Background: an optimization exercise with open tools, aiming at small area, a short achievable clock period and few clock cycles. Do not read the settings as production practice. In this exercise RTL edits were held to simulation tests only and were not proved equivalent to the original. Power and IR drop assume default switching activity.

==> flow/design.v (excerpt) <==
module tomasulo_core #(parameter tag_width = 3)
(
	input logic clk,
	input logic reset,
	input logic [15:0] instr,
	input logic instr_is_new,
	input logic [15:0] curr_pc,
	output logic stall,
	output logic commit_valid,
	output logic [2:0] commit_reg,
	output logic [15:0] commit_value
);
Settings: LEC_CHECK=0, CAP_MARGIN=20, CORE_MARGIN=2, CORE_UTILIZATION=55, SETUP_SLACK_MARGIN=2.8, SLEW_MARGIN=20; clock period 5.0 ns.
standard.sh (not shown) runs the stock make flow with config.mk's settings and CLKGATE_MAP_FILE= SYNTH_SCRIPT=/design/flow/synth_recipe.tcl, a recipe that flattens the netlist after the stock synthesis.
==> flow/flow/run.sh <==
#!/bin/bash
# The standard layout with two changes: ports are buffered with buf_2 cells,
# and clock tree synthesis adds no dummy loads and uses clkbuf_8 buffers.
set -euo pipefail
bash standard.sh \
	"BUFFER_PORTS_ARGS=-buffer_cell sky130_fd_sc_hd__buf_2" \
	"CTS_ARGS=-sink_clustering_enable -repair_clock_nets -dont_use_dummy_load -buf_list sky130_fd_sc_hd__clkbuf_8" \
	finish > standard.log 2>&1
Testbench counts at the start, summed over its fixed seeds: cycles 4,814.
Next try:
==> flow/flow/run.sh (replaced) <==
#!/bin/bash
# The standard layout with two changes: ports are buffered with buf_1 cells,
# and clock tree synthesis adds no dummy loads and uses clkbuf_8 buffers.
set -euo pipefail
bash standard.sh \
	"BUFFER_PORTS_ARGS=-buffer_cell sky130_fd_sc_hd__buf_1" \
	"CTS_ARGS=-sink_clustering_enable -repair_clock_nets -dont_use_dummy_load -buf_list sky130_fd_sc_hd__clkbuf_8" \
	finish > standard.log 2>&1
--- a/flow/config.mk
+++ b/flow/config.mk
@@ -8,5 +8,6 @@
 export CAP_MARGIN = 20
 export CORE_MARGIN = 2
-export CORE_UTILIZATION = 55
-export SETUP_SLACK_MARGIN = 2.8
+export CORE_UTILIZATION = 70
+export GPL_ROUTABILITY_DRIVEN = 0
+export SETUP_SLACK_MARGIN = 2.7
 export SLEW_MARGIN = 20
=> The new run completed without violations. Cell count shrinks by 3.3%. Wire length shrinks by about 2.5%. Utilization grows by 15 points. Non-clock buffer count grows by 6. Power shrinks by about 1.5%. Die area shrinks by about 20%. Area after synthesis stays the same. Hold slack loses 0.011 ns. Cell area shrinks by 2.0%. Count of clock-buffer cells in the layout stays the same.
Next try:
==> flow/run.sh (new file) <==
#!/bin/bash
# synth_recipe.tcl (not shown) runs the flow's synth.tcl, then flattens the netlist and writes it again
# the make line also repeats each setting of config.mk as NAME=value (left out here)
make -C /OpenROAD-flow-scripts/flow DESIGN_CONFIG=/design/flow/config.mk WORK_HOME=/design/flow/orfs CLKGATE_MAP_FILE= SYNTH_SCRIPT=/design/flow/synth_recipe.tcl finish
--- a/flow/config.mk
+++ b/flow/config.mk
@@ -8,6 +8,4 @@
 export CAP_MARGIN = 20
 export CORE_MARGIN = 2
-export CORE_UTILIZATION = 70
-export GPL_ROUTABILITY_DRIVEN = 0
-export SETUP_SLACK_MARGIN = 2.7
+export CORE_UTILIZATION = 55
 export SLEW_MARGIN = 20
removed: flow/flow/run.sh
removed: flow/standard.sh
Result:
- The changed run finished clean
- design area went down slightly
- count of clock-buffer cells in the layout stays the same
- utilization decreases by 17 points
- non-clock buffer count drops by 36
- synthesized area stays the same
- setup slack got worse by 0.85 ns
- register-to-register slack loses 0.43 ns
- combinational power goes down by a few percent
- hold slack is worse by 0.0060 ns
- total power rose by roughly a tenth
Next try:
==> flow/flow/run.sh (new file) <==
#!/bin/bash
# The standard layout with two changes: ports are buffered with buf_2 cells,
# and clock tree synthesis adds no dummy loads and uses clkbuf_8 buffers.
set -euo pipefail
bash standard.sh \
	"BUFFER_PORTS_ARGS=-buffer_cell sky130_fd_sc_hd__buf_2" \
	"CTS_ARGS=-sink_clustering_enable -repair_clock_nets -dont_use_dummy_load -buf_list sky130_fd_sc_hd__clkbuf_8" \
	finish > standard.log 2>&1
==> flow/standard.sh (new file) <==
#!/bin/bash
# synth_recipe.tcl (not shown) runs the flow's synth.tcl, then flattens the netlist and writes it again
# the make line also repeats each setting of config.mk as NAME=value (left out here)
make -C /OpenROAD-flow-scripts/flow DESIGN_CONFIG=/design/flow/config.mk WORK_HOME=/design/flow/orfs CLKGATE_MAP_FILE= SYNTH_SCRIPT=/design/flow/synth_recipe.tcl "${@:-finish}"
--- a/flow/config.mk
+++ b/flow/config.mk
@@ -8,4 +8,5 @@
 export CAP_MARGIN = 20
 export CORE_MARGIN = 2
-export CORE_UTILIZATION = 55
+export CORE_UTILIZATION = 70
+export SETUP_SLACK_MARGIN = 2.9
 export SLEW_MARGIN = 20
removed: flow/run.sh
Outcome:
- The new run produced a clean layout
- area after synthesis does not change
- global-route usage rises by 7.2 points
- worst hold slack gets better by 0.032 ns
- critical path depth rises by 2
- die area falls by about 20%
- fmax rises by 40%
- wire length rises by about 2.8%
Next try:
==> flow/run.sh (new file) <==
#!/bin/bash
# synth_recipe.tcl (not shown) runs the flow's synth.tcl, then flattens the netlist and writes it again
# the make line also repeats each setting of config.mk as NAME=value (left out here)
make -C /OpenROAD-flow-scripts/flow DESIGN_CONFIG=/design/flow/config.mk WORK_HOME=/design/flow/orfs CLKGATE_MAP_FILE= SYNTH_SCRIPT=/design/flow/synth_recipe.tcl finish
--- a/flow/config.mk
+++ b/flow/config.mk
@@ -8,5 +8,5 @@
 export CAP_MARGIN = 20
 export CORE_MARGIN = 2
-export CORE_UTILIZATION = 70
-export SETUP_SLACK_MARGIN = 2.9
+export CORE_UTILIZATION = 60
+export SETUP_SLACK_MARGIN = 3.0
 export SLEW_MARGIN = 20
removed: flow/flow/run.sh
removed: flow/standard.sh
Effect:
- The new run finished clean
- global-route usage goes down by 0.90 points
- core utilization goes up by 0.19 points
- via count goes up by 8.5%
- design area goes up by 16%
- worst setup slack got worse by 0.014 ns
- synthesized cell count is unchanged
- critical path depth goes down by 2
- area after synthesis is unchanged
- die area goes up by 16%
- combinational power goes up by 23%

---

Setup of v6:
tomasulo_core again, from the RTL that the note above started with.
Settings: LEC_CHECK=0, CAP_MARGIN=20, CORE_MARGIN=2, CORE_UTILIZATION=70, SETUP_SLACK_MARGIN=2.8, SLEW_MARGIN=20, TNS_END_PERCENT=30; clock period 5.0 ns.
==> flow/flow/run.sh <==
#!/bin/bash
# The standard layout with two changes: ports are buffered with buf_2 cells,
# and clock tree synthesis adds no dummy loads and uses clkbuf_8 buffers.
set -euo pipefail
bash standard.sh \
	"BUFFER_PORTS_ARGS=-buffer_cell sky130_fd_sc_hd__buf_2" \
	"CTS_ARGS=-sink_clustering_enable -repair_clock_nets -dont_use_dummy_load -buf_list sky130_fd_sc_hd__clkbuf_8" \
	finish > standard.log 2>&1
Testbench counts of v6, summed over its fixed seeds: cycles 4,814.
Input-level comparison between v7 and v6:
--- a/flow/config.mk
+++ b/flow/config.mk
@@ -9,5 +9,5 @@
 export CORE_MARGIN = 2
-export CORE_UTILIZATION = 70
-export SETUP_SLACK_MARGIN = 2.8
+export CORE_UTILIZATION = 55
+export SETUP_SLACK_MARGIN = 2.7
 export SLEW_MARGIN = 20
-export TNS_END_PERCENT = 30
+export TNS_END_PERCENT = 5
### Flow results
Delta (v7 minus v6): area growth from synthesis to final layout decreased by 3.0 points relative to the old numbers; number of sinks driven by the clock tree neither gained nor lost much; non-clock buffer count in the final layout went down; via-per-instance ratio saw a decrease; utilization fell 18 points.
Summary of v7 over v6: critical path depth shows a reduction of 1; portion of total power attributed to the clock network shows an increase of 0.9 points; final period demand of the worst path shows an increase of 0.16 ns.
Share of cell area taken by multi-input logic gates: v6 and v7 compared, higher one is v6

---

## run A
tomasulo_core again, from the RTL that the note above started with.
make LEC_CHECK=0 ABC_AREA=1 CAP_MARGIN=20 CORE_MARGIN=2 CORE_UTILIZATION=55 SETUP_SLACK_MARGIN=2.6 SLEW_MARGIN=20 finish   # period 5.0 ns
run.sh (not shown) runs the stock make flow with config.mk's settings and CLKGATE_MAP_FILE= SYNTH_SCRIPT=/design/flow/synth_recipe.tcl, a recipe that flattens the netlist after the stock synthesis.
Stock flow here: none of the scripts above is used.
Testbench counts of run A, summed over its fixed seeds: cycles 4,814.
The inputs of run B differ from those of run A as listed below.
==> flow/flow/run.sh (new file) <==
#!/bin/bash
# The standard layout with two changes: ports are buffered with buf_2 cells,
# and clock tree synthesis adds no dummy loads.
set -euo pipefail
bash standard.sh \
	"BUFFER_PORTS_ARGS=-buffer_cell sky130_fd_sc_hd__buf_2" \
	"CTS_ARGS=-sink_clustering_enable -repair_clock_nets -dont_use_dummy_load" \
	finish > standard.log 2>&1
==> flow/standard.sh (new file) <==
#!/bin/bash
# synth_recipe.tcl (not shown) runs the flow's synth.tcl, then flattens the netlist and writes it again
# the make line also repeats each setting of config.mk as NAME=value (left out here)
make -C /OpenROAD-flow-scripts/flow DESIGN_CONFIG=/design/flow/config.mk WORK_HOME=/design/flow/orfs CLKGATE_MAP_FILE= SYNTH_SCRIPT=/design/flow/synth_recipe.tcl "${@:-finish}"
removed: flow/run.sh
Notes after the runs:
Run B finished end to end and its layout was clean on timing, DRC and antenna. What run A reported for number of global-route vias before repair has to be multiplied by 0.944 to get the figure for run B. Run B against run A; power after layout is down by a little under 10%. Between run A and run B, the post-route worst hold slack is lower for run A. Adder-cell area share of the yosys netlist: run B vs run A — no meaningful difference. ~same sequential power in run A and run B. Diff run A..run B | post-synthesis instance total | unchanged. Summary of run B over run A: met3 wire length down about 18%, initial DRC count dropped 12, max-slew violation total from the final report essentially unchanged. Against run A as the reference, run B delivers a lower number of vias per cell after detailed routing.
--- input diff run B..run C ---
- a change of CORE_UTILIZATION from 55 to 70
- a change of SETUP_SLACK_MARGIN from 2.6 to 2.7
- a deleted ABC_AREA that had been 1
==> flow/flow/run.sh <==
#!/bin/bash
# The standard layout with two changes: ports are buffered with buf_2 cells,
# and clock tree synthesis adds no dummy loads and uses clkbuf_8 buffers.
set -euo pipefail
bash standard.sh \
	"BUFFER_PORTS_ARGS=-buffer_cell sky130_fd_sc_hd__buf_2" \
	"CTS_ARGS=-sink_clustering_enable -repair_clock_nets -dont_use_dummy_load -buf_list sky130_fd_sc_hd__clkbuf_8" \
	finish > standard.log 2>&1
Findings:
Re layout overhead on the synthesized area: run B and run C aren't equal, and the lower value belongs to run C.
Run B was routed with more vias than run C.
All of run B and run C finish clean.
Looking at worst hold slack, run C sits 0.031 ns above run B.
Diff run B -> run C: final setup slack of the worst path went up by 0.15 ns, overall power was more or less identical, boundary pin count was more or less identical.
Fraction of the core area covered by cells at the end of the flow ends up higher on run C.
Looking at switching power share of the total, run C sits above run B.
Relative to run B, the routed wire length of run C is lower by 980 um.
On run C: netlist area before placement is 1.6% lower than what run B gave.
#### Input delta (run D over run C)
- putting PLACE_DENSITY at 0.85 where nothing was set
- swapping 70 for 60 in CORE_UTILIZATION
==> run notes <==
- Looking at utilization of the core after routing, run D sits below run C.
- Run comparison: run C source of the critical timing path instr[0]; run D source of the critical timing path instr[8]
- The estimated power of run D ends up lower than the estimate for run C.
- When run D is measured against run C, its worst setup slack turns out 0.018 ns lower.
Setup changes, run D to run E
- CORE_UTILIZATION now 55, was 60
- PLACE_DENSITY no longer set, was 0.85
- SETUP_SLACK_MARGIN now 2.5, was 2.7
==> flow/run.sh (new file) <==
#!/bin/bash
# synth_recipe.tcl (not shown) runs the flow's synth.tcl, then flattens the netlist and writes it again
# the make line also repeats each setting of config.mk as NAME=value (left out here)
make -C /OpenROAD-flow-scripts/flow DESIGN_CONFIG=/design/flow/config.mk WORK_HOME=/design/flow/orfs CLKGATE_MAP_FILE= SYNTH_SCRIPT=/design/flow/synth_recipe.tcl finish
removed: flow/flow/run.sh
removed: flow/standard.sh
### Flow results
- The maximum clock frequency of run E is lower than that of run D.
- The worst stage delay on the critical path of run E exceeds that of run D by 0.02 ns.
- Setup slack, run E and run D: higher on run D
- Note that the maximum VDD drop recorded for run E amounts to 1.4 times the value seen in run D.
- From run D to run E the numbers moved as follows: number of buffers inserted to repair setup after CTS went down by 10; wire length of the first global-routing pass now sits higher.
- Relative to run D, the final cell area reported for run E is higher.

afterwards: timing with drivers on the ports:
Ports are ideal in the flow. The routed layouts listed here were re-timed in OpenROAD.
Step 1 sets driving cells, clkbuf_16 on the clock port and buf_2 on the other inputs (assumed; they add their load-dependent delay and slew).
Step 2, shift: input delay + t, output delay - t, t = (earliest + latest rising clock arrival at the registers) / 2. This alone moves slack from input paths to output paths.
a / b / c = ideal ports / drivers / drivers and shift; a / b = the first two.
run	shift t [ns]	setup WS [ns]	hold WS [ns]	slew at the worst register clock pin (ns)
the first run of note 1	0.496	2.692 / 2.692 / 2.263	0.413 / 0.413 / 0.413	0.10 / 0.10
the second run of note 1	0.500	2.670 / 2.660 / 2.160	0.403 / 0.403 / 0.403	0.10 / 0.10
the third run of note 1	0.474	1.824 / 1.832 / 1.358	0.397 / 0.397 / 0.397	0.08 / 0.08
the fourth run of note 1	0.502	2.727 / 2.727 / 2.250	0.429 / 0.429 / 0.429	0.10 / 0.10
the fifth run of note 1	0.484	2.713 / 2.607 / 2.123	0.416 / 0.416 / 0.416	0.08 / 0.08
v6	0.498	2.697 / 2.690 / 2.269	0.437 / 0.437 / 0.437	0.09 / 0.09
v7	0.493	2.542 / 2.545 / 2.051	0.418 / 0.418 / 0.418	0.10 / 0.10
run A	0.488	2.616 / 2.567 / 2.231	0.385 / 0.385 / 0.385	0.08 / 0.08
run B	0.471	2.550 / 2.569 / 2.098	0.399 / 0.399 / 0.399	0.07 / 0.07
run C	0.497	2.697 / 2.686 / 2.189	0.430 / 0.430 / 0.430	0.10 / 0.10
run D	0.510	2.680 / 2.676 / 2.166	0.434 / 0.434 / 0.434	0.09 / 0.09
run E	0.476	2.519 / 2.497 / 2.050	0.391 / 0.391 / 0.391	0.08 / 0.08
After both steps setup and hold are still met in every run listed. For the fifth run of note 1, which loses most, drivers alone change the setup slack by -0.106 ns; drivers and shift together by -0.590 ns.
